Source: an optimization exercise on an open RTL-to-GDS flow (aim: small area). Production flows keep margins and buffers that such runs may drop. Function was checked by simulation only, so behaviour that the tests miss may differ from the original. Power is estimated from default activity; no workload was simulated.

<file path="design/flow/design.v">
package regfile_pkg;
   localparam int RF_DATA_W = 32;
   localparam int RF_DEPTH  = 32;
   localparam int ZERO_IDX  = 0;
endpackage
import regfile_pkg::*;
module regfile_scoreboard
#(
   parameter int DEPTH    = RF_DEPTH,
   parameter int ADDR_W   = $clog2(DEPTH),
   parameter int ZERO_REG = 1
) (
   input  logic              clk,
   input  logic              rst_n,
   input  logic              iss_en,
   input  logic [ADDR_W-1:0] iss_addr,
   input  logic [DEPTH-1:0]  wr_hit,
   output logic [DEPTH-1:0]  idle
);
   genvar r;
   generate
      for (r = 0; r < DEPTH; r++) begin : g_busy
         if ((ZERO_REG != 0) && (r == ZERO_IDX)) begin : g_zero
            assign idle[r] = 1'b1;
         end else begin : g_live
            logic iss_hit;
            logic nb;
            assign iss_hit = iss_en && (iss_addr == ADDR_W'(r));
            always_ff @(posedge clk or negedge rst_n) begin
               if (!rst_n)
                  nb <= 1'b1;
               else
                  nb <= !iss_hit && (nb || wr_hit[r]);
            end
            assign idle[r] = nb;
         end
      end
   endgenerate
endmodule
import regfile_pkg::*;
module regfile_mp
#(
   parameter int DATA_W   = RF_DATA_W,
   parameter int DEPTH    = RF_DEPTH,
   parameter int ADDR_W   = $clog2(DEPTH),
   parameter int NUM_RD   = 2,
   parameter int ZERO_REG = 1
) (
   input  logic                     clk,
   input  logic                     rst_n,
   input  logic [NUM_RD*ADDR_W-1:0] rd_addr,
   output logic [NUM_RD*DATA_W-1:0] rd_data,
   output logic [NUM_RD-1:0]        rd_busy,
   input  logic                     wa_en,
   input  logic [ADDR_W-1:0]        wa_addr,
   input  logic [DATA_W-1:0]        wa_data,
   input  logic                     wb_en,
   input  logic [ADDR_W-1:0]        wb_addr,
   input  logic [DATA_W-1:0]        wb_data,
   input  logic                     iss_en,
   input  logic [ADDR_W-1:0]        iss_addr,
   output logic [DATA_W-1:0]        last_wr
);
   logic [DATA_W-1:0] mem [DEPTH];
   logic [DEPTH-1:0]  empty;
   logic [DEPTH-1:0]  idle;
   logic [DEPTH-1:0]  wr_hit;
   logic [DATA_W-1:0] lw_q;
   logic [DATA_W-1:0] wa_n;
   assign wa_n = ~wa_data;
   genvar r;
   generate
      for (r = 0; r < DEPTH; r++) begin : g_reg
         if ((ZERO_REG != 0) && (r == ZERO_IDX)) begin : g_zero
            assign mem[r]    = '0;
            assign empty[r]  = 1'b1;
            assign wr_hit[r] = 1'b0;
         end else begin : g_row
            logic              hit_a, hit_b;
            logic              c0, c1, c2;
            logic [DATA_W-1:0] y;
            logic [DATA_W-1:0] q;
            logic              e;
            assign hit_a = wa_en && (wa_addr == ADDR_W'(r));
            assign hit_b = wb_en && (wb_addr == ADDR_W'(r));
            assign c0    = hit_a && !hit_b;
            assign c1    = hit_a || hit_b;
            assign c2    = !hit_b;
            assign y     = ~((q | {DATA_W{c1}}) & (wb_data | {DATA_W{c2}}));
            always_ff @(posedge clk)
               q <= ~(({DATA_W{c0}} & wa_n) | y);
            always_ff @(posedge clk or negedge rst_n) begin
               if (!rst_n)
                  e <= 1'b1;
               else
                  e <= e && !c1;
            end
            assign mem[r]    = q;
            assign empty[r]  = e;
            assign wr_hit[r] = c1;
         end
      end
   endgenerate
   logic              lw_c0, lw_c1, lw_c2;
   logic [DATA_W-1:0] lw_y;
   assign lw_c0 = wa_en && !wb_en;
   assign lw_c1 = wa_en || wb_en;
   assign lw_c2 = !wb_en;
   assign lw_y  = ~((lw_q | {DATA_W{lw_c1}}) & (wb_data | {DATA_W{lw_c2}}));
   always_ff @(posedge clk or negedge rst_n) begin
      if (!rst_n)
         lw_q <= '0;
      else
         lw_q <= ~(({DATA_W{lw_c0}} & wa_n) | lw_y);
   end
   assign last_wr = lw_q;
   regfile_scoreboard #(
      .DEPTH    (DEPTH),
      .ADDR_W   (ADDR_W),
      .ZERO_REG (ZERO_REG)
   ) u_sb (
      .clk      (clk),
      .rst_n    (rst_n),
      .iss_en   (iss_en),
      .iss_addr (iss_addr),
      .wr_hit   (wr_hit),
      .idle     (idle)
   );
   genvar k;
   generate
      for (k = 0; k < NUM_RD; k++) begin : g_rd
         logic [ADDR_W-1:0] addr;
         logic              a_match, b_match, no_match, nonzero;
         logic              pick_a, pick_b;
         logic [DATA_W-1:0] data;
         logic              bsy;
         assign addr     = rd_addr[k*ADDR_W +: ADDR_W];
         assign a_match  = wa_en && (wa_addr == addr);
         assign b_match  = wb_en && (wb_addr == addr);
         assign no_match = !(a_match || b_match);
         assign nonzero  = !((ZERO_REG != 0) && (addr == ADDR_W'(ZERO_IDX)));
         assign pick_b   = b_match && nonzero;
         assign pick_a   = a_match && !b_match && nonzero;
         always_comb begin
            data = (wa_data & {DATA_W{pick_a}}) | (wb_data & {DATA_W{pick_b}});
            bsy  = 1'b0;
            for (int i = 0; i < DEPTH; i++) begin
               if (addr == ADDR_W'(i) && no_match) begin
                  data = data | (mem[i] & {DATA_W{!empty[i]}});
                  bsy  = bsy | !idle[i];
               end
            end
         end
         assign rd_data[k*DATA_W +: DATA_W] = data;
         assign rd_busy[k] = bsy;
      end
   endgenerate
endmodule
</file>
<file path="design/flow/flow/run.sh">
#!/bin/bash
# Layout flow for regfile_mp.
#  1. the standard synthesis, unchanged (registers keep its names and cell types).
#  2. gen_netlist.py rewrites all logic between those registers gate by gate
#     (see its docstring), reading the standard netlist only for the registers.
#  3. the standard flow from floorplan to finish on that netlist.
# Each step's output goes to a log file of its own in this folder.
set -euo pipefail
W=$PWD
R=$W/orfs/results/${FLOW_PLATFORM:-sky130hd}/regfile_mp/base
bash standard.sh synth > synth.log 2>&1
cp "$R/1_2_yosys.v" "$W/standard_netlist.v"
python3 "$W/flow/gen_netlist.py" "$W/standard_netlist.v" "$W/gen_netlist.v" > gen.log 2>&1
cp "$W/gen_netlist.v" "$R/1_2_yosys.v"
rm -f "$R/1_synth.odb" "$R/1_synth.sdc"
bash standard.sh finish > layout.log 2>&1
</file>
<file path="design/flow/flow/gen_netlist.py">
#!/usr/bin/env python3
"""Write the gate-level netlist of regfile_mp by hand, keeping the standard synthesis's registers.

usage: gen_netlist.py STANDARD_NETLIST OUT_NETLIST

The standard synthesis (bench's script, unchanged) maps every register; this script reads its
netlist only for the register instances (name, cell type, Q net) and writes all the logic
between them again, gate by gate, in the structure the RTL describes:

  storage bit   y = o22ai(q, c1, wb, c2), D = a21oi(c0, ~wa, y)
                c0 = A writes the row and B does not, c1 = a port writes it, c2 = B does not
  read bit      33 AND terms (31 rows, port A, port B) on one-hot selects: 11 a222oi,
                then nand4/nand4/nand3 and or3
  selects       predecoded addresses; the low predecode carries "no write port matches"
                and the row's empty bit (or, for rd_busy, its idle bit) is the third input
                of the row's nor3
"""
import re
import sys

DW, DEPTH, AW = 32, 32, 5
ROWS = range(1, DEPTH)
P = "sky130_fd_sc_hd__"


def esc(n):
    return n if re.fullmatch(r"[A-Za-z_][A-Za-z0-9_]*(\[\d+\])?", n) else "\\" + n + " "


class Net:
    def __init__(self):
        self.cells = []
        self.wires = set()
        self.n = 0

    def wire(self, name):
        self.wires.add(name)
        return name

    def cell(self, typ, out_pin, ins, out=None, name=None):
        self.n += 1
        if out is None:
            out = self.wire(f"n{self.n}")
        name = name or f"g{self.n}"
        pins = dict(ins)
        pins[out_pin] = out
        self.cells.append((typ, name, pins))
        return out


def main():
    std, outp = sys.argv[1], sys.argv[2]
    text = open(std).read()
    flops = {}
    for m in re.finditer(r"\n\s*(sky130_fd_sc_hd__\w+)\s+(\\\S+|\S+)\s*\((.*?)\);", text, re.S):
        typ, name, body = m.group(1), m.group(2), m.group(3)
        if not re.match(r"sky130_fd_sc_hd__(df|edf|sdf|sedf|dl)", typ):
            continue
        pins = {}
        for pm in re.finditer(r"\.(\w+)\((\\\S+\s|[^()\s]+)\s*\)", body):
            pins[pm.group(1)] = pm.group(2).strip().lstrip("\\")
        flops[name.lstrip("\\")] = (typ[len(P):], pins)

    want = {}
    for r in ROWS:
        for b in range(DW):
            want[f"g_reg[{r}].g_row.q[{b}]$_DFF_P_"] = "q"
        want[f"g_reg[{r}].g_row.e$_DFF_PN1_"] = "e"
        want[f"u_sb.g_busy[{r}].g_live.nb$_DFF_PN1_"] = "nb"
    for b in range(DW):
        want[f"lw_q[{b}]$_DFF_PN0_"] = "lw"
    if set(want) != set(flops):
        sys.exit(f"register set differs: missing {sorted(set(want) - set(flops))[:5]} "
                 f"extra {sorted(set(flops) - set(want))[:5]}")
    kinds = {"q": ("dfxtp",), "e": ("dfstp",), "nb": ("dfstp",), "lw": ("dfrtp",)}
    for name, kind in want.items():
        typ = flops[name][0]
        if not typ.startswith(kinds[kind]):
            sys.exit(f"unexpected cell {typ} for {name}")

    N = Net()
    Q = {name: flops[name][1]["Q"] for name in want}
    for q in Q.values():
        if not q.startswith("last_wr["):
            N.wire(q)

    def qn(name):
        return Q[name]

    inv = lambda a: N.cell(P + "inv_1", "Y", {"A": a})
    nand2 = lambda a, b: N.cell(P + "nand2_1", "Y", {"A": a, "B": b})
    nand3 = lambda a, b, c: N.cell(P + "nand3_1", "Y", {"A": a, "B": b, "C": c})
    nand4 = lambda a, b, c, d: N.cell(P + "nand4_1", "Y", {"A": a, "B": b, "C": c, "D": d})
    nor2 = lambda a, b: N.cell(P + "nor2_1", "Y", {"A": a, "B": b})
    nor3 = lambda a, b, c: N.cell(P + "nor3_1", "Y", {"A": a, "B": b, "C": c})
    nor4 = lambda a, b, c, d: N.cell(P + "nor4_1", "Y", {"A": a, "B": b, "C": c, "D": d})
    and2 = lambda a, b: N.cell(P + "and2_1", "X", {"A": a, "B": b})
    or2 = lambda a, b, out=None: N.cell(P + "or2_1", "X", {"A": a, "B": b}, out)
    or3 = lambda a, b, c, out=None: N.cell(P + "or3_1", "X", {"A": a, "B": b, "C": c}, out)
    xnor2 = lambda a, b: N.cell(P + "xnor2_1", "Y", {"A": a, "B": b})

    def bit(vec, i):
        return f"{vec}[{i}]"

    # ---------------- write-port and issue predecode (active-high) -----------------
    def predecode_hi_en(addr, en):
        """pl[i] = en & addr[1:0]==i ; ph[j] = addr[4:2]==j (active high, nor3)."""
        an = [inv(bit(addr, i)) for i in range(AW)]
        en_n = inv(en)
        lit0 = lambda i, want1: an[i] if want1 else bit(addr, i)  # 0 when literal is true
        pl = [nor3(en_n, lit0(1, i & 2), lit0(0, i & 1)) for i in range(4)]
        ph = [nor3(lit0(4, j & 4), lit0(3, j & 2), lit0(2, j & 1)) for j in range(8)]
        return pl, ph, en_n

    plA, phA, wa_en_n = predecode_hi_en("wa_addr", "wa_en")
    plB, phB, wb_en_n = predecode_hi_en("wb_addr", "wb_en")
    plI, phI, _ = predecode_hi_en("iss_addr", "iss_en")

    wan = [inv(bit("wa_data", b)) for b in range(DW)]

    # ---------------- rows ----------------
    for r in ROWS:
        wad_n = nand2(plA[r & 3], phA[r >> 2])
        wbd_n = nand2(plB[r & 3], phB[r >> 2])
        c1 = nand2(wad_n, wbd_n)
        c2 = wbd_n
        c0 = N.cell(P + "and2b_1", "X", {"A_N": wad_n, "B": wbd_n})
        for b in range(DW):
            name = f"g_reg[{r}].g_row.q[{b}]$_DFF_P_"
            q = qn(name)
            y = N.cell(P + "o22ai_1", "Y", {"A1": q, "A2": c1, "B1": bit("wb_data", b), "B2": c2})
            d = N.cell(P + "a21oi_1", "Y", {"A1": c0, "A2": wan[b], "B1": y})
            N.cells.append((P + flops[name][0], name, {"CLK": "clk", "D": d, "Q": q}))
        ename = f"g_reg[{r}].g_row.e$_DFF_PN1_"
        e = qn(ename)
        d = N.cell(P + "nor2b_1", "Y", {"A": c1, "B_N": e})
        N.cells.append((P + flops[ename][0], ename, {"CLK": "clk", "D": d, "Q": e, "SET_B": "rst_n"}))
        bname = f"u_sb.g_busy[{r}].g_live.nb$_DFF_PN1_"
        nb = qn(bname)
        iss_n = nand2(plI[r & 3], phI[r >> 2])
        d = N.cell(P + "o21a_1", "X", {"A1": nb, "A2": c1, "B1": iss_n})
        N.cells.append((P + flops[bname][0], bname, {"CLK": "clk", "D": d, "Q": nb, "SET_B": "rst_n"}))

    # ---------------- last_wr ----------------
    lw_c0 = N.cell(P + "nor2b_1", "Y", {"A": "wb_en", "B_N": "wa_en"})
    lw_c1 = nand2(wa_en_n, wb_en_n)
    lw_c2 = wb_en_n
    for b in range(DW):
        name = f"lw_q[{b}]$_DFF_PN0_"
        q = qn(name)
        y = N.cell(P + "o22ai_1", "Y", {"A1": q, "A2": lw_c1, "B1": bit("wb_data", b), "B2": lw_c2})
        d = N.cell(P + "a21oi_1", "Y", {"A1": lw_c0, "A2": wan[b], "B1": y})
        N.cells.append((P + flops[name][0], name, {"CLK": "clk", "D": d, "Q": q, "RESET_B": "rst_n"}))

    # ---------------- read ports ----------------
    for k in range(2):
        a = [bit("rd_addr", AW * k + i) for i in range(AW)]
        an = [inv(x) for x in a]
        eqA = [xnor2(a[i], bit("wa_addr", i)) for i in range(AW)]
        eqB = [xnor2(a[i], bit("wb_addr", i)) for i in range(AW)]
        mA1 = nand3("wa_en", eqA[0], eqA[1])
        mA2 = nand3(eqA[2], eqA[3], eqA[4])
        mB1 = nand3("wb_en", eqB[0], eqB[1])
        mB2 = nand3(eqB[2], eqB[3], eqB[4])
        no_match = N.cell(P + "o22a_1", "X", {"A1": mA1, "A2": mA2, "B1": mB1, "B2": mB2})
        b_match = nor2(mB1, mB2)
        zero = and2(nor3(a[0], a[1], a[2]), nor2(a[3], a[4]))
        pick_b = nor3(mB1, mB2, zero)
        pick_a = nor4(mA1, mA2, b_match, zero)
        lit = lambda i, want1: a[i] if want1 else an[i]  # 1 when the literal is true
        rl_n = [nand3(no_match, lit(1, i & 2), lit(0, i & 1)) for i in range(4)]
        rh_n = [nand3(lit(4, j & 4), lit(3, j & 2), lit(2, j & 1)) for j in range(8)]
        sel = {}
        bt = []
        for r in ROWS:
            sel[r] = nor3(rl_n[r & 3], rh_n[r >> 2], qn(f"g_reg[{r}].g_row.e$_DFF_PN1_"))
            bt.append(nor3(rl_n[r & 3], rh_n[r >> 2], qn(f"u_sb.g_busy[{r}].g_live.nb$_DFF_PN1_")))
        # rd_busy = OR of the 31 busy terms
        grp = [nor4(*bt[i:i + 4]) if len(bt[i:i + 4]) == 4 else nor3(*bt[i:i + 3])
               for i in range(0, len(bt), 4)]
        or2(nand4(*grp[0:4]), nand4(*grp[4:8]), out=bit("rd_busy", k))
        for b in range(DW):
            terms = [(qn(f"g_reg[{r}].g_row.q[{b}]$_DFF_P_"), sel[r]) for r in ROWS]
            terms += [(bit("wa_data", b), pick_a), (bit("wb_data", b), pick_b)]
            g = []
            for i in range(0, len(terms), 3):
                (x1, s1), (x2, s2), (x3, s3) = terms[i:i + 3]
                g.append(N.cell(P + "a222oi_1", "Y",
                                {"A1": x1, "A2": s1, "B1": x2, "B2": s2, "C1": x3, "C2": s3}))
            or3(nand4(*g[0:4]), nand4(*g[4:8]), nand3(*g[8:11]), out=bit("rd_data", DW * k + b))

    # ---------------- write ----------------
    ports = [("clk", "input", 1), ("rst_n", "input", 1), ("rd_addr", "input", 10),
             ("rd_data", "output", 64), ("rd_busy", "output", 2), ("wa_en", "input", 1),
             ("wa_addr", "input", 5), ("wa_data", "input", 32), ("wb_en", "input", 1),
             ("wb_addr", "input", 5), ("wb_data", "input", 32), ("iss_en", "input", 1),
             ("iss_addr", "input", 5), ("last_wr", "output", 32)]
    o = []
    o.append("module regfile_mp(" + ", ".join(p[0] for p in ports) + ");")
    for name, d, w in ports:
        rng = f" [{w - 1}:0]" if w > 1 else ""
        o.append(f"  {d}{rng} {name};")
        o.append(f"  wire{rng} {name};")
    for w in sorted(N.wires):
        o.append(f"  wire {esc(w)};")
    for typ, name, pins in N.cells:
        pl = ",\n".join(f"    .{p}({esc(v)})" for p, v in pins.items())
        o.append(f"  {typ} {esc(name)} (\n{pl}\n  );")
    o.append("endmodule")
    open(outp, "w").write("\n".join(o) + "\n")


if __name__ == "__main__":
    main()
</file>
<file path="design/flow/standard.sh">
#!/bin/bash
# synth_recipe.tcl (not shown) runs the flow's synth.tcl, then flattens the netlist and writes it again
# the make line also repeats each setting of config.mk as NAME=value (left out here)
make -C /OpenROAD-flow-scripts/flow DESIGN_CONFIG=/design/flow/config.mk WORK_HOME=/design/flow/orfs CLKGATE_MAP_FILE= SYNTH_SCRIPT=/design/flow/synth_recipe.tcl "${@:-finish}"
</file>
<file path="design/flow/config.mk">
export PLATFORM = sky130hd
export DESIGN_NAME = regfile_mp
export DESIGN_NICKNAME = regfile_mp
export VERILOG_FILES = /design/flow/design.v
export SDC_FILE = /design/flow/constraint.sdc
export NUM_CORES = 8
export LEC_CHECK = 0
export CAP_MARGIN = 20
export CORE_MARGIN = 2
export CORE_UTILIZATION = 40
export SLEW_MARGIN = 20
</file>
<file path="design/flow/constraint.sdc">
create_clock -name core_clock -period 10.0 [get_ports {clk}]
set_input_delay 2.0000 -clock core_clock [delete_from_list [all_inputs] [get_ports {clk}]]
set_output_delay 2.0000 -clock core_clock [all_outputs]
set_load 0.01 [all_outputs]
</file>
==> flow_metrics.py, run 1 <==
metrics = {
    "placed_design": {
        "dp_slack_ns": 1.48,
        "dp_hpwl_mm": 154,
        "place.gp.congestion": 1.04,
        "numPortBuffers": 191,
        "place_inst": 6517,
    },
    "status": {
        "status": "timing/DRC/antenna clean",
    },
    "pwr": {
        "combPwrFrac_pct": 20.0,
        "ir_drop_uv": 175,
        "power.total_uw": 13900,
        "power_leakage_uw": 0.0197,
        "seq_power_share_pct": 47.5,
        "switching_share_pct": 31.8,
        "clkPwrFrac_pct": 32.5,
        "power.density_nw_per_um2": 252,
        "p_int_uw": 9510,
        "p_switching_uw": 4430,
    },
    "drt": {
        "ant_nets": 0,
        "drt_wl_total_mm": 278,
        "vias": 56610,
        "vias_per_cell": 8.38,
        "drc": 0,
        "first_pass_iters": 14,
        "wire_per_inst_um": 41.2,
        "dr.first_iter.drc_count": 14711,
    },
    "setup_path": {
        "crit_path_start": "wb_addr[4]",
        "rr_worst_depth": 2,
        "crit_required_ns": 8.00,
        "crit_buf_inv": 3,
        "critPathArrivalTime_ns": 7.04,
        "r2r_start": "lw_q[4]",
        "cp_top_family": "simple AND/OR/NAND/NOR gates",
        "worstPathMaxFanout": 32,
        "cpMaxStageDelayCell": "clkdlybuf4s50_1",
        "max_stage_delay_ns": 0.87,
        "startpoint_type": "primary input",
        "regToRegEndpoint": "lw_q[4]",
        "path_class": "primary input to primary output",
        "crit_chain": "clkdlybuf4s50_1, xnor2_1, nand3_1, o22a_1, nand3_1, nor3_2, buf_4, a222oi_1, nand4_1, or3_1, clkdlybuf4s50_1",
        "ff2ff_setup_slack_ns": 8.97,
        "worstSetupEndpointType": "primary output",
        "crit_cells": 11,
    },
    "logic_synthesis": {
        "syn_inst": 4621,
        "syn-cell-area_um2": 45100,
        "synth.avg_cell_area_um2": 9.76,
        "ys_warn_count": 3,
        "syn_nets": 4715,
    },
    "timing": {
        "finalWorstPathRequiredPeriod_ns": 9.04,
        "maxSlewHeadroom_pct": 9.59,
        "clock_skew_ns": 0,
        "setup_viol": 0,
        "fmax_mhz": 111,
        "rsz0062_at_grt": "false",
        "hold_viol_final": 0,
        "finalMaxSlewViolations": 0,
        "fin_crit_sh_pct": 90.4,
        "layout_setup_ws_ns": 0.961,
        "finalSetupTns_ns": 0,
        "worst_slew_pin_slew_ns": 1.36,
    },
    "finish": {
        "drive_gt1_share_pct": 12.0,
        "nNetsFinal": 5232,
        "area.growth.synth_to_final_pct": 22.4,
        "stdcell_count": 6755,
    },
    "clock_tree": {
        "cts_tree": "built",
        "root_buffer": "clkbuf_16",
        "cts_htree_levels": 3,
        "ctsResizeCount": 0,
        "path_clk_slew_ns": 0.07,
        "cts.path.max_buffers": 3,
        "cts.sinks": 1086,
        "clkLatencyLatePin_ns": 0.74,
        "cts_made_buffers": 116,
        "holdBufCountCts": 0,
        "post-cts-setup-buffers": 0,
    },
    "floorplanning": {
        "io_pins": 192,
        "die_h_um": 340,
        "placementRows": 123,
        "dieArea_um2": 115000,
        "initial_utilization_pct": 40.2,
        "die_w_um": 340,
        "coreArea_um2": 112000,
    },
    "global_routing": {
        "grt_antenna_before_repair": 30,
        "grt-ovfl-total": 0,
        "grt_use_total_pct": 45.8,
        "grt_pass1_vias": 52606,
        "grt_pass1_wl_mm": 386,
        "grt_max_degree": 70,
    },
    "worst_hold_path": {
        "min_path_type": "flop to flop",
        "min_to": "g_reg[11].g_row.e",
        "worstHoldStart": "g_reg[11].g_row.e",
        "hold_depth": 1,
    },
    "job": {
        "drv_cap": 0,
    },
}
## layout make-up
| cell class | instances | area [um^2] |
|---|---|---|
| timing repair buffer | 399 | 3660 |
| clock inverter | 42 | 500 |
| fill | 10531 | 57000 |
| antenna | 19 | 47.5 |
| clock buffer | 174 | 3430 |
| inverter | 60 | 225 |
| tap | 1500 | 1880 |
| multi-input combinational | 3475 | 23200 |
| sequential | 1086 | 22300 |
## per-stage QoR
stage	utilization (%)	hold slack (ns)	area [um^2]
floorplan	-	0.473	45100
global placement	45.4	0.493	51000
detailed placement	45.6	0.495	51100
CTS	49.1	0.506	55100
global route	49.2	0.513	55200
finish	49.2	0.506	55200
## layout by cell type (no fill, tap or decap), drive strengths merged, types with 32 or more instances in the layout
cell type and count:
nand4 132, a222oi 704, dfstp 62, dfxtp 992, inv 62, clkbuf 174
nand2 125, dfrtp 32, nand3 96, nor2b 32, or3 64, clkdlybuf4s50 183
a21oi 1024, nor3 166, o22ai 1024, buf 216
## state kept, by name (all words and copies together), names as in the netlist
name and flops:
lw_q 32, g.g_row.q 992, u_sb.g_busy.g_live.nb 31, g.g_row.e 31
## worst max-delay path by stage
stage	to	slack [ns]
2_1_floorplan	rd_data[0]	2.77
6_report	rd_data[0]	0.96
3_5_place_dp	rd_data[55]	1.48
3_3_place_gp	rd_data[55]	1.50
5_1_grt	rd_data[20]	0.96
4_1_cts	rd_data[55]	1.47
## per-layer routing
metal | vias to the layer above | global-route usage [%] | wire [um]
met3 | 1806 | 22.6 | 51300
li1 | 21770 | - | -
met1 | 26795 | 55.8 | 93700
met4 | 26 | 37.9 | 29200
met5 | - | 1.06 | 324
met2 | 6213 | 59.8 | 104000
## power groups by stage
stage / clock network [uW] / registers (uW) / logic (uW)
2_1_floorplan: 0 / 6360 / 1700
3_3_place_gp: 0 / 6600 / 2560
4_1_cts: 4490 / 6560 / 2650
5_1_grt: 4670 / 6750 / 2960
6_report: 4520 / 6620 / 2790
3_5_place_dp: 0 / 6630 / 2640
==> run 2: changes to the inputs <==
==> design/flow/flow/run.sh (replaced) <==
#!/bin/bash
# Layout flow for regfile_mp.
#  1. the standard synthesis, unchanged (registers keep its names and cell types).
#  2. gen_netlist.py rewrites all logic between those registers gate by gate
#     (see its docstring), reading the standard netlist only for the registers.
#  3. the standard flow from floorplan to finish on that netlist, with
#     - port buffers made of the smallest buffer cell,
#     - a clock tree of clkbuf_8 in clusters of at most 16 flip-flops,
#       without the dummy loads CTS otherwise adds for balancing.
# Each step's output goes to a log file of its own in this folder.
set -euo pipefail
W=$PWD
R=$W/orfs/results/${FLOW_PLATFORM:-sky130hd}/regfile_mp/base
ARGS=(
  "BUFFER_PORTS_ARGS=-buffer_cell sky130_fd_sc_hd__buf_1"
  "CTS_ARGS=-sink_clustering_enable -repair_clock_nets -dont_use_dummy_load -buf_list sky130_fd_sc_hd__clkbuf_8 -sink_clustering_size 16 -sink_clustering_max_diameter 50"
)
# Experiments may override or add make variables (one per line).
if [[ -n "${MYFLOW_EXTRA:-}" ]]; then
  while IFS= read -r line; do [[ -n "$line" ]] && ARGS+=("$line"); done <<< "$MYFLOW_EXTRA"
fi
bash standard.sh synth > synth.log 2>&1
cp "$R/1_2_yosys.v" "$W/standard_netlist.v"
python3 "$W/flow/gen_netlist.py" "$W/standard_netlist.v" "$W/gen_netlist.v" > gen.log 2>&1
cp "$W/gen_netlist.v" "$R/1_2_yosys.v"
rm -f "$R/1_synth.odb" "$R/1_synth.sdc"
bash standard.sh "${MYFLOW_TARGET:-finish}" "${ARGS[@]}" > layout.log 2>&1
--- a/design/flow/flow/gen_netlist.py
+++ b/design/flow/flow/gen_netlist.py
@@ -117,13 +117,13 @@
     plI, phI, _ = predecode_hi_en("iss_addr", "iss_en")
 
-    wan = [inv(bit("wa_data", b)) for b in range(DW)]
+    wan = [N.cell(P + "inv_1", "Y", {"A": bit("wa_data", b)}, N.wire(f"wan_{b}")) for b in range(DW)]
 
     # ---------------- rows ----------------
     for r in ROWS:
-        wad_n = nand2(plA[r & 3], phA[r >> 2])
-        wbd_n = nand2(plB[r & 3], phB[r >> 2])
-        c1 = nand2(wad_n, wbd_n)
+        wad_n = N.cell(P + "nand2_1", "Y", {"A": plA[r & 3], "B": phA[r >> 2]}, N.wire(f"wad_n_{r}"))
+        wbd_n = N.cell(P + "nand2_1", "Y", {"A": plB[r & 3], "B": phB[r >> 2]}, N.wire(f"wbd_n_{r}"))
+        c1 = N.cell(P + "nand2_1", "Y", {"A": wad_n, "B": wbd_n}, N.wire(f"c1_{r}"))
         c2 = wbd_n
-        c0 = N.cell(P + "and2b_1", "X", {"A_N": wad_n, "B": wbd_n})
+        c0 = N.cell(P + "nor2b_1", "Y", {"A": wad_n, "B_N": wbd_n}, N.wire(f"c0_{r}"))
         for b in range(DW):
             name = f"g_reg[{r}].g_row.q[{b}]$_DFF_P_"
@@ -166,6 +166,6 @@
         b_match = nor2(mB1, mB2)
         zero = and2(nor3(a[0], a[1], a[2]), nor2(a[3], a[4]))
-        pick_b = nor3(mB1, mB2, zero)
-        pick_a = nor4(mA1, mA2, b_match, zero)
+        pick_b = N.cell(P + "nor3_1", "Y", {"A": mB1, "B": mB2, "C": zero}, N.wire(f"pick_b{k}"))
+        pick_a = N.cell(P + "nor4_1", "Y", {"A": mA1, "B": mA2, "C": b_match, "D": zero}, N.wire(f"pick_a{k}"))
         lit = lambda i, want1: a[i] if want1 else an[i]  # 1 when the literal is true
         rl_n = [nand3(no_match, lit(1, i & 2), lit(0, i & 1)) for i in range(4)]
@@ -174,5 +174,5 @@
         bt = []
         for r in ROWS:
-            sel[r] = nor3(rl_n[r & 3], rh_n[r >> 2], qn(f"g_reg[{r}].g_row.e$_DFF_PN1_"))
+            sel[r] = N.cell(P + "nor3_1", "Y", {"A": rl_n[r & 3], "B": rh_n[r >> 2], "C": qn(f"g_reg[{r}].g_row.e$_DFF_PN1_")}, N.wire(f"sel{k}_{r}"))
             bt.append(nor3(rl_n[r & 3], rh_n[r >> 2], qn(f"u_sb.g_busy[{r}].g_live.nb$_DFF_PN1_")))
         # rd_busy = OR of the 31 busy terms
==> run 2 against run 1 <==
Effect of this change:
- worst hold slack got worse by 0.0036 ns
- highest routed layer unchanged
- die area barely moved
- largest cell class unchanged
- clock skew unchanged
- cell area decreased by 6.1%
- power shrank 15%
- still clean on timing, DRC and antenna
==> flow_metrics.py, run 2 <==
metrics = {
    "timing": {
        "worst_slew_pin_slew_ns": 1.38,
        "maxSlewHeadroom_pct": 7.55,
        "hold_viol_final": 0,
        "setup_viol": 0,
        "clock_skew_ns": 0,
        "fin_crit_sh_pct": 81.1,
        "finalWorstPathRequiredPeriod_ns": 8.11,
        "hold_slack_ns": 0.503,
        "finalMaxSlewViolations": 0,
        "finalSetupTns_ns": 0,
        "rsz0062_at_grt": "false",
        "fmax_mhz": 123,
    },
    "setup_path": {
        "crit_buf_inv": 4,
        "cp_top_family": "simple AND/OR/NAND/NOR gates",
        "crit_end": "rd_data[4]",
        "regToRegEndpoint": "lw_q[13]",
        "crit_chain": "buf_1, xnor2_1, nand3_1, o22a_1, nand3_1, buf_4, nor3_2, buf_4, a222oi_1, nand4_1, or3_1, buf_1",
        "startpoint_type": "primary input",
        "critPathArrivalTime_ns": 6.11,
        "worstPathMaxFanout": 32,
        "max_stage_delay_ns": 0.65,
        "path_class": "primary input to primary output",
        "crit_path_start": "rd_addr[2]",
        "crit_cells": 12,
        "worstSetupEndpointType": "primary output",
        "cpMaxStageDelayCell": "or3_1",
        "ff2ff_setup_slack_ns": 9.12,
        "crit_required_ns": 8.00,
        "r2r_start": "lw_q[13]",
        "rr_worst_depth": 2,
    },
    "finish": {
        "regMostFlops": "g.g_row.q",
        "nNetsFinal": 5231,
        "drive_gt1_share_pct": 10.9,
        "n_fill_cell": 10908,
        "reg_top3": "g.g_row.q x992, lw_q x32",
        "fin_util_pct": 46.3,
        "area.growth.synth_to_final_pct": 15.1,
        "fin_area_um2": 51900,
        "largest_register_ffs": 992,
        "layout_common_cells": "1024 x a21oi_1, 1024 x o22ai_1, 992 x dfxtp_1",
    },
    "pwr": {
        "power.total_uw": 11800,
        "power_leakage_uw": 0.0184,
        "ir_drop_uv": 127,
        "power.density_nw_per_um2": 228,
    },
    "worst_hold_path": {
        "hold_depth": 1,
        "min_path_type": "flop to flop",
    },
    "clock_tree": {
        "holdBufCountCts": 0,
        "cts.sinks": 1086,
        "post-cts-setup-buffers": 0,
        "cts_htree_levels": 3,
        "path_clk_slew_ns": 0.04,
        "clkLatencyLatePin_ns": 0.79,
        "cts_tree": "built",
        "ctsResizeCount": 0,
        "cts.path.max_buffers": 3,
        "root_buffer": "clkbuf_8",
        "cts_made_buffers": 120,
    },
    "logic_synthesis": {
        "ys_warn_count": 3,
        "syn-cell-area_um2": 45100,
        "synth.avg_cell_area_um2": 9.75,
        "syn_nets": 4715,
        "syn_inst": 4621,
    },
    "status": {
        "status": "timing/DRC/antenna clean",
    },
    "global_routing": {
        "grt_util_met1_pct": 55.3,
        "busiest_layer": "met2",
        "grtUsageMet2_pct": 55.9,
        "met3_usage_pct": 19.7,
        "grt_pass1_wl_mm": 367,
        "grt-ovfl-total": 0,
        "grt_use_total_pct": 43.2,
        "grt_pass1_vias": 50339,
        "grt_max_degree": 68,
        "grt_antenna_before_repair": 22,
    },
    "drt": {
        "first_pass_iters": 14,
        "ant_nets": 0,
        "dr.first_iter.drc_count": 13778,
        "vias_per_cell": 8.38,
        "drt_wl_total_mm": 267,
        "vias": 55733,
        "wire_per_inst_um": 40.1,
        "drc": 0,
    },
    "job": {
        "drv_cap": 0,
    },
    "floorplanning": {
        "dieArea_um2": 115000,
        "die_w_um": 340,
        "coreArea_um2": 112000,
        "placementRows": 123,
        "io_pins": 192,
        "initial_utilization_pct": 40.2,
        "die_h_um": 340,
    },
    "placed_design": {
        "place_area_um2": 50000,
        "dp_hpwl_mm": 145,
        "place.gp.congestion": 0.977,
        "numPortBuffers": 191,
    },
}
-- run 2: how the worst min path moves through the flow --
stage,startpoint,to
floorplan,g_reg[10].g_row.e,g_reg[10].g_row.e
global route,g_reg[28].g_row.e,g_reg[28].g_row.e
detailed placement,g_reg[28].g_row.e,g_reg[28].g_row.e
CTS,g_reg[20].g_row.e,g_reg[20].g_row.e
global placement,g_reg[4].g_row.e,g_reg[4].g_row.e
finish,g_reg[20].g_row.e,g_reg[20].g_row.e
-- run 2: worst reg2reg max path: stages, from the launching register on --
cell     delay (ns)
dfrtp_1        0.46
o22ai_1        0.22
a21oi_1        0.06
-- run 2: metrics by stage --
step,std cells,setup WS [ns]
6_report,6650,1.89
5_1_grt,6640,1.90
4_1_cts,6630,2.25
3_5_place_dp,6510,2.26
3_3_place_gp,6500,2.24
2_1_floorplan,4621,2.77
-- run 2: area by class of cell --
class / instances / area (um^2) / area share [%]
Multi-Input combinational cell: 3475 / 23300 / 44.9
Sequential cell: 1086 / 22300 / 43.0
Antenna cell: 15 / 37.5 / 0.0724
Inverter: 60 / 225 / 0.434
Timing Repair Buffer: 394 / 2510 / 4.85
Clock buffer: 120 / 1650 / 3.19
Tap cell: 1500 / 1880 / 3.62
-- run 2: per-layer routing --
layer	part of all wire, %	up-vias	wire length [um]
met1	35	26494	92100
met5	0.062	-	165
li1	-	21606	-
met4	9.4	20	24900
met2	38	6207	100000
met3	19	1406	49400
-- run 2: where the power goes --
part	total (uW)	leakage, uW	switching (uW)	internal, uW
Sequential	6580	0.00937	967	5610
Clock	2630	0.000863	1570	1050
Combinational	2620	0.00821	1450	1170
Total	11800	0.0184	3990	7830
==> run 3: changes to the inputs <==
--- a/design/flow/flow/run.sh
+++ b/design/flow/flow/run.sh
@@ -6,5 +6,5 @@
 #  3. the standard flow from floorplan to finish on that netlist, with
 #     - port buffers made of the smallest buffer cell,
-#     - a clock tree of clkbuf_8 in clusters of at most 16 flip-flops,
+#     - a clock tree of clkbuf_4 in clusters of at most 9 flip-flops,
 #       without the dummy loads CTS otherwise adds for balancing.
 # Each step's output goes to a log file of its own in this folder.
@@ -14,5 +14,5 @@
 ARGS=(
   "BUFFER_PORTS_ARGS=-buffer_cell sky130_fd_sc_hd__buf_1"
-  "CTS_ARGS=-sink_clustering_enable -repair_clock_nets -dont_use_dummy_load -buf_list sky130_fd_sc_hd__clkbuf_8 -sink_clustering_size 16 -sink_clustering_max_diameter 50"
+  "CTS_ARGS=-sink_clustering_enable -repair_clock_nets -dont_use_dummy_load -buf_list sky130_fd_sc_hd__clkbuf_4 -sink_clustering_size 9 -sink_clustering_max_diameter 40"
 )
 # Experiments may override or add make variables (one per line).
==> run 3 against run 2 <==
Effect of this change:
- still clean on timing, DRC and antenna
- clock power down about 10%
- fmax is 0.55% lower
- sequential cell count unchanged
- via count is 1.1% higher
- non-clock buffer count did not move
- sequential power hardly changed
- sequential share of layout area up 0.33 points
- area after synthesis is the same
- power is 2.3% lower
- critical path type unchanged
==> flow_metrics.py, run 3 <==
metrics = {
    "timing": {
        "rsz0062_at_grt": "false",
        "clock_skew_ns": 0,
        "fin_crit_sh_pct": 81.6,
        "finalWorstPathRequiredPeriod_ns": 8.16,
        "fmax_mhz": 123,
        "finalMaxSlewViolations": 0,
        "maxSlewHeadroom_pct": 8.66,
        "worst_slew_pin_slew_ns": 1.37,
        "setup_viol": 0,
        "hold_viol_final": 0,
        "finalSetupTns_ns": 0,
    },
    "placed_design": {
        "place_area_um2": 50000,
        "place.gp.congestion": 0.977,
        "dp_hpwl_mm": 145,
        "numPortBuffers": 191,
    },
    "floorplanning": {
        "die_h_um": 340,
        "initial_utilization_pct": 40.2,
        "die_w_um": 340,
        "dieArea_um2": 115000,
        "placementRows": 123,
        "io_pins": 192,
        "coreArea_um2": 112000,
    },
    "clock_tree": {
        "cts.sinks": 1086,
        "post-cts-setup-buffers": 0,
        "ctsResizeCount": 0,
        "clkLatencyLatePin_ns": 1.12,
        "cts_tree": "built",
        "path_clk_slew_ns": 0.06,
        "holdBufCountCts": 0,
        "cts.path.max_buffers": 3,
        "cts_htree_levels": 4,
        "root_buffer": "clkbuf_4",
        "cts_made_buffers": 167,
    },
    "finish": {
        "area.growth.synth_to_final_pct": 14.2,
        "layout_common_cells": "1024 x a21oi_1, 1024 x o22ai_1, 992 x dfxtp_1",
        "fin_area_um2": 51500,
        "drive_gt1_share_pct": 11.7,
        "n_fill_cell": 10982,
        "largest_register_ffs": 992,
        "reg_top3": "g.g_row.q x992, lw_q x32",
        "nNetsFinal": 5278,
        "regMostFlops": "g.g_row.q",
    },
    "global_routing": {
        "grt_pass1_vias": 50940,
        "grt_antenna_before_repair": 26,
        "grt_pass1_wl_mm": 369,
        "grt_use_total_pct": 43.6,
        "grt-ovfl-total": 0,
        "grt_max_degree": 68,
    },
    "setup_path": {
        "max_stage_delay_ns": 0.68,
        "cp_top_family": "simple AND/OR/NAND/NOR gates",
        "crit_required_ns": 8.00,
        "regToRegEndpoint": "lw_q[13]",
        "crit_buf_inv": 4,
        "startpoint_type": "primary input",
        "worstSetupEndpointType": "primary output",
        "rr_worst_depth": 2,
        "worstPathMaxFanout": 32,
        "ff2ff_setup_slack_ns": 9.13,
        "cpMaxStageDelayCell": "or3_1",
        "r2r_start": "lw_q[13]",
        "crit_chain": "buf_1, xnor2_1, nand3_1, o22a_1, nand3_1, buf_4, nor3_2, buf_4, a222oi_1, nand4_1, or3_1, buf_1",
        "critPathArrivalTime_ns": 6.16,
        "path_class": "primary input to primary output",
    },
    "worst_hold_path": {
        "worstHoldStart": "g_reg[8].g_row.e",
        "min_to": "g_reg[8].g_row.e",
        "hold_depth": 1,
        "min_path_type": "flop to flop",
    },
    "pwr": {
        "clkPwrFrac_pct": 20.4,
        "combPwrFrac_pct": 22.7,
        "ir_drop_uv": 127,
        "power.density_nw_per_um2": 224,
        "p_switching_uw": 4020,
        "power_leakage_uw": 0.0184,
        "seq_power_share_pct": 56.9,
        "p_int_uw": 7530,
        "switching_share_pct": 34.8,
    },
    "drt": {
        "wire_per_inst_um": 40.1,
        "first_pass_iters": 15,
        "vias": 56321,
        "drt_wl_total_mm": 269,
        "dr.first_iter.drc_count": 13766,
        "drc": 0,
        "m1WireLength_mm": 92.2,
        "dr_wl_met3_mm": 51.0,
        "ant_nets": 0,
        "top_layer_used": "met5",
        "met2_wirelength_mm": 99.9,
        "vias_per_cell": 8.41,
    },
    "job": {
        "drv_cap": 0,
    },
    "logic_synthesis": {
        "ys_warn_count": 3,
        "synth.avg_cell_area_um2": 9.75,
        "syn_inst": 4621,
        "syn_nets": 4715,
        "syn-cell-area_um2": 45100,
    },
    "status": {
        "status": "timing/DRC/antenna clean",
    },
}
## run 3: worst register-to-register path, delay by kind of cell (launching register included)
| family | cells | cell delay [ns] |
|---|---|---|
| flops | 1 | 0.46 |
| compound gates | 2 | 0.26 |
## run 3: worst max path at each step
stage                     startpoint  slack (ns)  cells past startpoint          end
after floorplan           rd_addr[1]        2.77                      6   rd_data[0]
after global placement    rd_addr[2]        2.24                     12  rd_data[13]
after detailed placement  rd_addr[2]        2.26                     12  rd_data[13]
after CTS                 rd_addr[2]        2.24                     12  rd_data[13]
after global routing      rd_addr[2]        1.80                     12  rd_data[13]
final                     rd_addr[2]        1.84                     12   rd_data[4]
## run 3: power by group through the flow
stage	logic, uW	registers, uW	clock network (uW)
after floorplan	1700	6360	0
after global placement	2410	6560	0
after detailed placement	2490	6590	0
after CTS	2500	6510	2330
after global routing	2790	6690	2500
final	2620	6570	2360
## run 3: stage by stage
| step | util, % | setup WS [ns] | hold slack, ns | power (uW) | cells |
|---|---|---|---|---|---|
| after floorplan | - | 2.77 | 0.473 | 8070 | 4621 |
| after global placement | 44.4 | 2.24 | 0.491 | 8970 | 6500 |
| after detailed placement | 44.6 | 2.26 | 0.496 | 9090 | 6510 |
| after CTS | 45.8 | 2.24 | 0.504 | 11300 | 6677 |
| after global routing | 45.9 | 1.80 | 0.513 | 12000 | 6690 |
| final | 45.9 | 1.84 | 0.506 | 11600 | 6700 |
## run 3: routing by layer
metal	vias up	GRT usage, %
met2	6329	56.9
met5	-	0.0817
met4	24	32.0
li1	21746	-
met3	1532	20.8
met1	26690	55.1
## run 3: layout make-up
type	count	area, um^2	area share (%)
diodes	18	45.0	0.0875
multi-input cells	3475	23300	45.2
clock buffers	167	1250	2.44
well taps	1500	1880	3.65
flip-flops and latches	1086	22300	43.3
repair buffers	394	2510	4.88
inverters	60	225	0.438
==> run 4: changes to the inputs <==
--- a/design/flow/design.v
+++ b/design/flow/design.v
@@ -63,5 +63,5 @@
 );
    logic [DATA_W-1:0] mem [DEPTH];
-   logic [DEPTH-1:0]  empty;
+   logic [DEPTH-1:0]  valid;
    logic [DEPTH-1:0]  idle;
    logic [DEPTH-1:0]  wr_hit;
@@ -74,5 +74,5 @@
          if ((ZERO_REG != 0) && (r == ZERO_IDX)) begin : g_zero
             assign mem[r]    = '0;
-            assign empty[r]  = 1'b1;
+            assign valid[r]  = 1'b0;
             assign wr_hit[r] = 1'b0;
          end else begin : g_row
@@ -81,5 +81,5 @@
             logic [DATA_W-1:0] y;
             logic [DATA_W-1:0] q;
-            logic              e;
+            logic              v;
             assign hit_a = wa_en && (wa_addr == ADDR_W'(r));
             assign hit_b = wb_en && (wb_addr == ADDR_W'(r));
@@ -92,10 +92,10 @@
             always_ff @(posedge clk or negedge rst_n) begin
                if (!rst_n)
-                  e <= 1'b1;
+                  v <= 1'b0;
                else
-                  e <= e && !c1;
+                  v <= v || c1;
             end
             assign mem[r]    = q;
-            assign empty[r]  = e;
+            assign valid[r]  = v;
             assign wr_hit[r] = c1;
          end
@@ -147,5 +147,5 @@
             for (int i = 0; i < DEPTH; i++) begin
                if (addr == ADDR_W'(i) && no_match) begin
-                  data = data | (mem[i] & {DATA_W{!empty[i]}});
+                  data = data | (mem[i] & {DATA_W{valid[i]}});
                   bsy  = bsy | !idle[i];
                end
--- a/design/flow/flow/gen_netlist.py
+++ b/design/flow/flow/gen_netlist.py
@@ -12,12 +12,14 @@
   read bit      33 AND terms (31 rows, port A, port B) on one-hot selects: 11 a222oi,
                 then nand4/nand4/nand3 and or3
-  selects       predecoded addresses; the low predecode carries "no write port matches"
-                and the row's empty bit (or, for rd_busy, its idle bit) is the third input
-                of the row's nor3
+  selects       predecoded addresses; the low predecode carries "no write port matches";
+                a row's data select is and3(low, high, valid), its busy term
+                nor3(~low, ~high, idle)
 """
+
 import re
 import sys
 
 DW, DEPTH, AW = 32, 32, 5
+WAN_INV = "inv_2"
 ROWS = range(1, DEPTH)
 P = "sky130_fd_sc_hd__"
@@ -66,5 +68,5 @@
         for b in range(DW):
             want[f"g_reg[{r}].g_row.q[{b}]$_DFF_P_"] = "q"
-        want[f"g_reg[{r}].g_row.e$_DFF_PN1_"] = "e"
+        want[f"g_reg[{r}].g_row.v$_DFF_PN0_"] = "v"
         want[f"u_sb.g_busy[{r}].g_live.nb$_DFF_PN1_"] = "nb"
     for b in range(DW):
@@ -73,5 +75,5 @@
         sys.exit(f"register set differs: missing {sorted(set(want) - set(flops))[:5]} "
                  f"extra {sorted(set(flops) - set(want))[:5]}")
-    kinds = {"q": ("dfxtp",), "e": ("dfstp",), "nb": ("dfstp",), "lw": ("dfrtp",)}
+    kinds = {"q": ("dfxtp",), "v": ("dfrtp",), "nb": ("dfstp",), "lw": ("dfrtp",)}
     for name, kind in want.items():
         typ = flops[name][0]
@@ -117,5 +119,5 @@
     plI, phI, _ = predecode_hi_en("iss_addr", "iss_en")
 
-    wan = [N.cell(P + "inv_1", "Y", {"A": bit("wa_data", b)}, N.wire(f"wan_{b}")) for b in range(DW)]
+    wan = [N.cell(P + WAN_INV, "Y", {"A": bit("wa_data", b)}, N.wire(f"wan_{b}")) for b in range(DW)]
 
     # ---------------- rows ----------------
@@ -125,5 +127,5 @@
         c1 = N.cell(P + "nand2_1", "Y", {"A": wad_n, "B": wbd_n}, N.wire(f"c1_{r}"))
         c2 = wbd_n
-        c0 = N.cell(P + "nor2b_1", "Y", {"A": wad_n, "B_N": wbd_n}, N.wire(f"c0_{r}"))
+        c0 = N.cell(P + "and2b_1", "X", {"A_N": wad_n, "B": wbd_n}, N.wire(f"c0_{r}"))
         for b in range(DW):
             name = f"g_reg[{r}].g_row.q[{b}]$_DFF_P_"
@@ -132,8 +134,8 @@
             d = N.cell(P + "a21oi_1", "Y", {"A1": c0, "A2": wan[b], "B1": y})
             N.cells.append((P + flops[name][0], name, {"CLK": "clk", "D": d, "Q": q}))
-        ename = f"g_reg[{r}].g_row.e$_DFF_PN1_"
-        e = qn(ename)
-        d = N.cell(P + "nor2b_1", "Y", {"A": c1, "B_N": e})
-        N.cells.append((P + flops[ename][0], ename, {"CLK": "clk", "D": d, "Q": e, "SET_B": "rst_n"}))
+        vname = f"g_reg[{r}].g_row.v$_DFF_PN0_"
+        v = qn(vname)
+        d = or2(v, c1)
+        N.cells.append((P + flops[vname][0], vname, {"CLK": "clk", "D": d, "Q": v, "RESET_B": "rst_n"}))
         bname = f"u_sb.g_busy[{r}].g_live.nb$_DFF_PN1_"
         nb = qn(bname)
@@ -171,8 +173,10 @@
         rl_n = [nand3(no_match, lit(1, i & 2), lit(0, i & 1)) for i in range(4)]
         rh_n = [nand3(lit(4, j & 4), lit(3, j & 2), lit(2, j & 1)) for j in range(8)]
+        rl = [inv(x) for x in rl_n]
+        rh = [inv(x) for x in rh_n]
         sel = {}
         bt = []
         for r in ROWS:
-            sel[r] = N.cell(P + "nor3_1", "Y", {"A": rl_n[r & 3], "B": rh_n[r >> 2], "C": qn(f"g_reg[{r}].g_row.e$_DFF_PN1_")}, N.wire(f"sel{k}_{r}"))
+            sel[r] = N.cell(P + "and3_1", "X", {"A": rl[r & 3], "B": rh[r >> 2], "C": qn(f"g_reg[{r}].g_row.v$_DFF_PN0_")}, N.wire(f"sel{k}_{r}"))
             bt.append(nor3(rl_n[r & 3], rh_n[r >> 2], qn(f"u_sb.g_busy[{r}].g_live.nb$_DFF_PN1_")))
         # rd_busy = OR of the 31 busy terms
==> run 4 against run 3 <==
Effect of this change:
- worst setup slack worse by 0.16 ns
- first-iteration DRC count is 4.8% higher
- utilization is 1.3 points lower
- worst hold slack worse by 0.024 ns
- largest cell class unchanged
- sequential cell count stayed put
- global-route usage is 0.48 points lower
- clock power is 2% lower
- non-clock buffer count is 126 lower
- critical endpoint is now rd_data[39]
- combinational power hardly changed
- fmax is 1.9% lower
- via count is 1.6% lower
- critical path depth is 1 lower
==> flow_metrics.py, run 4 <==
metrics = {
    "clock_tree": {
        "ctsResizeCount": 0,
        "cts_made_buffers": 162,
        "path_clk_slew_ns": 0.05,
        "cts_htree_levels": 4,
        "post-cts-setup-buffers": 0,
        "clkLatencyLatePin_ns": 1.06,
        "holdBufCountCts": 0,
        "cts_tree": "built",
        "root_buffer": "clkbuf_4",
        "cts.sinks": 1086,
        "cts.path.max_buffers": 3,
    },
    "worst_hold_path": {
        "hold_depth": 1,
        "min_path_type": "flop to flop",
    },
    "timing": {
        "finalMaxSlewViolations": 0,
        "rsz0062_at_grt": "false",
        "hold_viol_final": 0,
        "finalSetupTns_ns": 0,
        "clock_skew_ns": 0,
        "fmax_mhz": 120,
        "fin_crit_sh_pct": 83.2,
        "worst_slew_pin_slew_ns": 1.39,
        "maxSlewHeadroom_pct": 7.33,
        "finalWorstPathRequiredPeriod_ns": 8.32,
        "setup_viol": 0,
    },
    "global_routing": {
        "grt_pass1_wl_mm": 366,
        "grt_pass1_vias": 51029,
        "grt-ovfl-total": 0,
        "grt_use_total_pct": 43.1,
        "grt_max_degree": 58,
        "grt_antenna_before_repair": 26,
    },
    "floorplanning": {
        "die_h_um": 340,
        "placementRows": 123,
        "io_pins": 192,
        "coreArea_um2": 112000,
        "dieArea_um2": 116000,
        "initial_utilization_pct": 40.3,
        "die_w_um": 340,
    },
    "finish": {
        "stdcell_count": 6596,
        "drive_gt1_share_pct": 9.64,
        "reg_top3": "g.g_row.q x992, lw_q x32",
        "area.growth.synth_to_final_pct": 10.9,
        "n_fill_cell": 11118,
        "layout_common_cells": "1024 x a21oi_1, 1024 x o22ai_1, 992 x dfxtp_1",
        "nNetsFinal": 5171,
        "multiInputGateArea_um2": 23100,
        "regMostFlops": "g.g_row.q",
        "largest_register_ffs": 992,
        "seq_area_um2": 22300,
    },
    "pwr": {
        "ir_drop_uv": 107,
        "p_switching_uw": 4070,
        "combPwrFrac_pct": 22.3,
        "seq_power_share_pct": 57.8,
        "switching_share_pct": 35.0,
        "clkPwrFrac_pct": 19.9,
        "power.total_uw": 11600,
        "power.density_nw_per_um2": 231,
        "p_int_uw": 7540,
        "power_leakage_uw": 0.0180,
    },
    "placed_design": {
        "dp_hpwl_mm": 144,
        "place_inst": 6411,
        "numPortBuffers": 191,
        "place.gp.congestion": 0.988,
    },
    "drt": {
        "wire_per_inst_um": 40.2,
        "ant_nets": 0,
        "vias": 55444,
        "drc": 0,
        "dr.first_iter.drc_count": 14432,
        "first_pass_iters": 22,
        "vias_per_cell": 8.41,
        "drt_wl_total_mm": 265,
    },
    "setup_path": {
        "worstSetupEndpointType": "primary output",
        "rr_worst_depth": 2,
        "crit_required_ns": 8.00,
        "startpoint_type": "primary input",
        "cpMaxStageDelayCell": "nand4_1",
        "ff2ff_setup_slack_ns": 9.02,
        "path_class": "primary input to primary output",
        "max_stage_delay_ns": 0.82,
        "worstPathMaxFanout": 32,
        "critPathArrivalTime_ns": 6.32,
        "crit_chain": "buf_1, xnor2_1, nand3_1, o22a_1, nand3_1, inv_1, and3_2, a222oi_1, nand4_1, or3_1, buf_1",
    },
    "logic_synthesis": {
        "ys_warn_count": 3,
        "synth.avg_cell_area_um2": 9.74,
        "syn_nets": 4739,
        "syn-cell-area_um2": 45200,
        "syn_inst": 4645,
    },
    "status": {
        "status": "timing/DRC/antenna clean",
    },
    "job": {
        "drv_cap": 0,
    },
}
[run 4: cell type report]
class	instances	area share, %
Inverter	84	0.629
Timing Repair Buffer	268	2.78
Antenna cell	21	0.105
Sequential cell	1086	44.4
Tap cell	1500	3.74
Multi-Input combinational cell	3475	46.0
Clock buffer	162	2.42
[run 4: final timing paths]
path,start,end
setup / recovery,rd_addr[6],rd_data[39]
setup reg to reg,lw_q[8],lw_q[8]
max in group asynchronous,rst_n,g_reg[17].g_row.v
min in group asynchronous,rst_n,g_reg[30].g_row.v
hold reg to reg,g_reg[17].g_row.v,g_reg[17].g_row.v
hold / removal,g_reg[17].g_row.v,g_reg[17].g_row.v
[run 4: power groups by stage]
stage	combinational (uW)	clock (uW)	sequential, uW
2_1_floorplan	1730	0	6400
3_3_place_gp	2380	0	6680
3_5_place_dp	2470	0	6710
4_1_cts	2470	2290	6630
5_1_grt	2760	2450	6810
6_report	2590	2310	6700
[run 4: worst max-delay path: cells and delay by family]
family                 cells  cell delay, ns
AO/OA/AOI/OAI              2            0.78
XOR/XNOR                   1            0.16
buffers and inverters      3            0.72
AND/OR/NAND/NOR            5            2.63
[run 4: per-stage QoR]
step           hold WS [ns]  util [%]  cell area [um^2]  setup WS (ns)
6_report              0.483      44.7             50200           1.68
5_1_grt               0.502      44.6             50100           1.67
4_1_cts               0.481      44.5             50000           2.34
3_5_place_dp          0.464      43.4             48800           2.36
3_3_place_gp          0.459      43.4             48700           2.39
2_1_floorplan         0.442         -             45200           2.77
[run 4: per-layer routing]
layer / vias up / wire length (um) / global-route usage (%) / part of all wire, %
li1: 21550 / - / - / -
met1: 26426 / 92000 / 53.3 / 35
met5: - / 391 / 1.80 / 0.15
met3: 1448 / 48600 / 21.7 / 18
met2: 5995 / 103000 / 57.9 / 39
met4: 25 / 21700 / 28.9 / 8.2
==> run 5: changes to the inputs <==
--- a/design/flow/flow/gen_netlist.py
+++ b/design/flow/flow/gen_netlist.py
@@ -11,5 +11,5 @@
                 c0 = A writes the row and B does not, c1 = a port writes it, c2 = B does not
   read bit      33 AND terms (31 rows, port A, port B) on one-hot selects: 11 a222oi,
-                then nand4/nand4/nand3 and or3
+                then nand4(nor2(nand4, nand4), three a222oi)
   selects       predecoded addresses; the low predecode carries "no write port matches";
                 a row's data select is and3(low, high, valid), its busy term
@@ -192,5 +192,6 @@
                 g.append(N.cell(P + "a222oi_1", "Y",
                                 {"A1": x1, "A2": s1, "B1": x2, "B2": s2, "C1": x3, "C2": s3}))
-            or3(nand4(*g[0:4]), nand4(*g[4:8]), nand3(*g[8:11]), out=bit("rd_data", DW * k + b))
+            N.cell(P + "nand4_1", "Y", {"A": nor2(nand4(*g[0:4]), nand4(*g[4:8])),
+                                        "B": g[8], "C": g[9], "D": g[10]}, bit("rd_data", DW * k + b))
 
     # ---------------- write ----------------
==> run 5 against run 4 <==
Effect of this change:
- largest cell class unchanged
- non-clock buffer count is 18 higher
- critical path depth grew 1
- clock power barely moved
- clock skew did not move
- sequential share of layout area grew 0.052 points
- critical path type unchanged
- sequential cell count is the same
==> flow_metrics.py, run 5 <==
metrics = {
    "status": {
        "status": "timing/DRC/antenna clean",
    },
    "drt": {
        "drc": 0,
        "wire_per_inst_um": 39.0,
        "vias": 54854,
        "dr.first_iter.drc_count": 14115,
        "vias_per_cell": 8.31,
        "ant_nets": 0,
        "drt_wl_total_mm": 257,
        "first_pass_iters": 14,
    },
    "pwr": {
        "switching_share_pct": 35.2,
        "power.total_uw": 11600,
        "clkPwrFrac_pct": 20.0,
        "power.density_nw_per_um2": 232,
        "p_int_uw": 7530,
        "power_leakage_uw": 0.0176,
        "ir_drop_uv": 123,
        "seq_power_share_pct": 57.4,
        "combPwrFrac_pct": 22.7,
        "p_switching_uw": 4090,
    },
    "logic_synthesis": {
        "ys_warn_count": 3,
        "syn-cell-area_um2": 45100,
        "syn_nets": 4739,
        "synth.avg_cell_area_um2": 9.72,
        "syn_inst": 4645,
    },
    "floorplanning": {
        "die_h_um": 340,
        "die_w_um": 340,
        "placementRows": 123,
        "coreArea_um2": 112000,
        "io_pins": 192,
        "dieArea_um2": 116000,
        "initial_utilization_pct": 40.2,
    },
    "timing": {
        "finalMaxSlewViolations": 0,
        "rsz0062_at_grt": "false",
        "fin_crit_sh_pct": 82.9,
        "fmax_mhz": 121,
        "finalSetupTns_ns": 0,
        "clock_skew_ns": 0,
        "layout_setup_ws_ns": 1.71,
        "setup_viol": 0,
        "worst_slew_pin_slew_ns": 1.35,
        "finalWorstPathRequiredPeriod_ns": 8.29,
        "maxSlewHeadroom_pct": 10.2,
        "hold_viol_final": 0,
    },
    "clock_tree": {
        "cts_htree_levels": 4,
        "post-cts-setup-buffers": 0,
        "holdBufCountCts": 0,
        "root_buffer": "clkbuf_4",
        "cts_tree": "built",
        "cts.path.max_buffers": 3,
        "cts_made_buffers": 163,
        "path_clk_slew_ns": 0.10,
        "clkLatencyLatePin_ns": 1.16,
        "cts.sinks": 1086,
        "ctsResizeCount": 0,
    },
    "finish": {
        "n_fill_cell": 11027,
        "largest_register_ffs": 992,
        "seq_area_um2": 22300,
        "regMostFlops": "g.g_row.q",
        "reg_top3": "g.g_row.q x992, lw_q x32",
        "area.growth.synth_to_final_pct": 11.0,
        "fin_area_um2": 50100,
        "nNetsFinal": 5190,
        "multiInputGateArea_um2": 22900,
        "layout_common_cells": "1024 x a21oi_1, 1024 x o22ai_1, 992 x dfxtp_1",
        "drive_gt1_share_pct": 9.32,
    },
    "setup_path": {
        "worstSetupEndpointType": "primary output",
        "crit_end": "rd_data[12]",
        "rr_worst_depth": 2,
        "crit_required_ns": 8.00,
        "worstPathMaxFanout": 32,
        "crit_path_start": "rd_addr[2]",
        "critPathArrivalTime_ns": 6.29,
        "startpoint_type": "primary input",
        "r2r_start": "lw_q[30]",
        "ff2ff_setup_slack_ns": 9.01,
        "regToRegEndpoint": "lw_q[30]",
        "path_class": "primary input to primary output",
    },
    "placed_design": {
        "place_area_um2": 48800,
        "dp_slack_ns": 2.07,
        "dp_hpwl_mm": 149,
        "numPortBuffers": 191,
        "place.gp.congestion": 0.991,
    },
    "global_routing": {
        "grt_pass1_vias": 51515,
        "grt_antenna_before_repair": 20,
        "grt_pass1_wl_mm": 362,
        "grt-ovfl-total": 0,
        "grt_use_total_pct": 42.1,
        "grt_max_degree": 71,
    },
    "job": {
        "drv_cap": 0,
    },
    "worst_hold_path": {
        "min_path_type": "flop to flop",
    },
}
[run 5: final cells by class]
class / instances / share of cell area [%]
repair buffers: 286 / 3.03
clock buffers: 163 / 2.44
well taps: 1500 / 3.75
multi-input cells: 3475 / 45.7
diodes: 10 / 0.0499
inverters: 84 / 0.629
flip-flops and latches: 1086 / 44.4
[run 5: worst min path at each step]
| stage | startpoint | endpoint | slack (ns) | depth (start not counted) |
|---|---|---|---|---|
| after floorplan | g_reg[10].g_row.v | g_reg[10].g_row.v | 0.44 | 1 |
| after global placement | g_reg[21].g_row.v | g_reg[21].g_row.v | 0.46 | 1 |
| after detailed placement | g_reg[10].g_row.v | g_reg[10].g_row.v | 0.47 | 1 |
| after CTS | g_reg[31].g_row.v | g_reg[31].g_row.v | 0.48 | 1 |
| after global routing | g_reg[30].g_row.v | g_reg[30].g_row.v | 0.50 | 1 |
| final | g_reg[10].g_row.v | g_reg[10].g_row.v | 0.49 | 1 |
[run 5: worst max-delay path: stages]
cell	delay, ns
buf_1	0.34
xnor2_1	0.17
nand3_1	0.16
o22a_1	0.29
nand3_1	0.39
inv_1	0.34
and3_2	0.62
a222oi_1	0.49
nand4_1	0.33
nor2_1	0.53
nand4_1	0.38
buf_1	0.23
[run 5: power groups by stage]
stage	logic (uW)	registers, uW	clock network (uW)
after detailed placement	2510	6680	0
final	2640	6660	2320
after global placement	2420	6660	0
after global routing	2820	6790	2480
after CTS	2510	6600	2310
after floorplan	1730	6400	0
[run 5: stage by stage]
| step | hold slack (ns) | cells | utilization (%) |
|---|---|---|---|
| after floorplan | 0.442 | 4645 | - |
| after global placement | 0.455 | 6428 | 43.4 |
| after detailed placement | 0.465 | 6429 | 43.5 |
| after CTS | 0.483 | 6592 | 44.6 |
| after global routing | 0.503 | 6602 | 44.7 |
| final | 0.492 | 6604 | 44.7 |
[run 5: per-layer routing]
metal / wire [um] / part of all wire (%) / global-route usage, %
met3: 44000 / 17 / 16.8
met5: 112 / 0.044 / 0.286
met1: 90200 / 35 / 53.0
met4: 19800 / 7.7 / 26.4
met2: 103000 / 40 / 59.9

[separate check: timing with driven ports]
In the flow no input, the clock included, has a driving cell. The finished layouts below were timed again as built, in two steps. Step 1 sets driving cells, clkbuf_16 on the clock port and buf_2 on the other inputs (assumed; they add their load-dependent delay and slew). Step 2 moves the port delays by t, midway between the first and last clock arrival at a register: inputs arrive t later, outputs are due t later. That takes back most of the time a late clock gives input paths. Slacks: no drivers / after step 1 / after step 2; pairs: no drivers / after step 1.
run	shift t [ns]	setup WS [ns]	worst register clock-pin slew, ns
run 1	0.809	0.961 / 0.877 / 0.877	0.07 / 0.07
run 2	0.881	1.885 / 1.859 / 1.859	0.10 / 0.10
run 3	1.200	1.840 / 1.814 / 1.814	0.11 / 0.11
run 4	1.129	1.683 / 1.658 / 1.658	0.11 / 0.11
run 5	1.199	1.708 / 1.677 / 1.677	0.11 / 0.11
After both steps setup and hold are still met in every run listed. For run 1, which loses most, drivers alone change the setup slack by -0.084 ns; drivers and shift together by -0.084 ns.
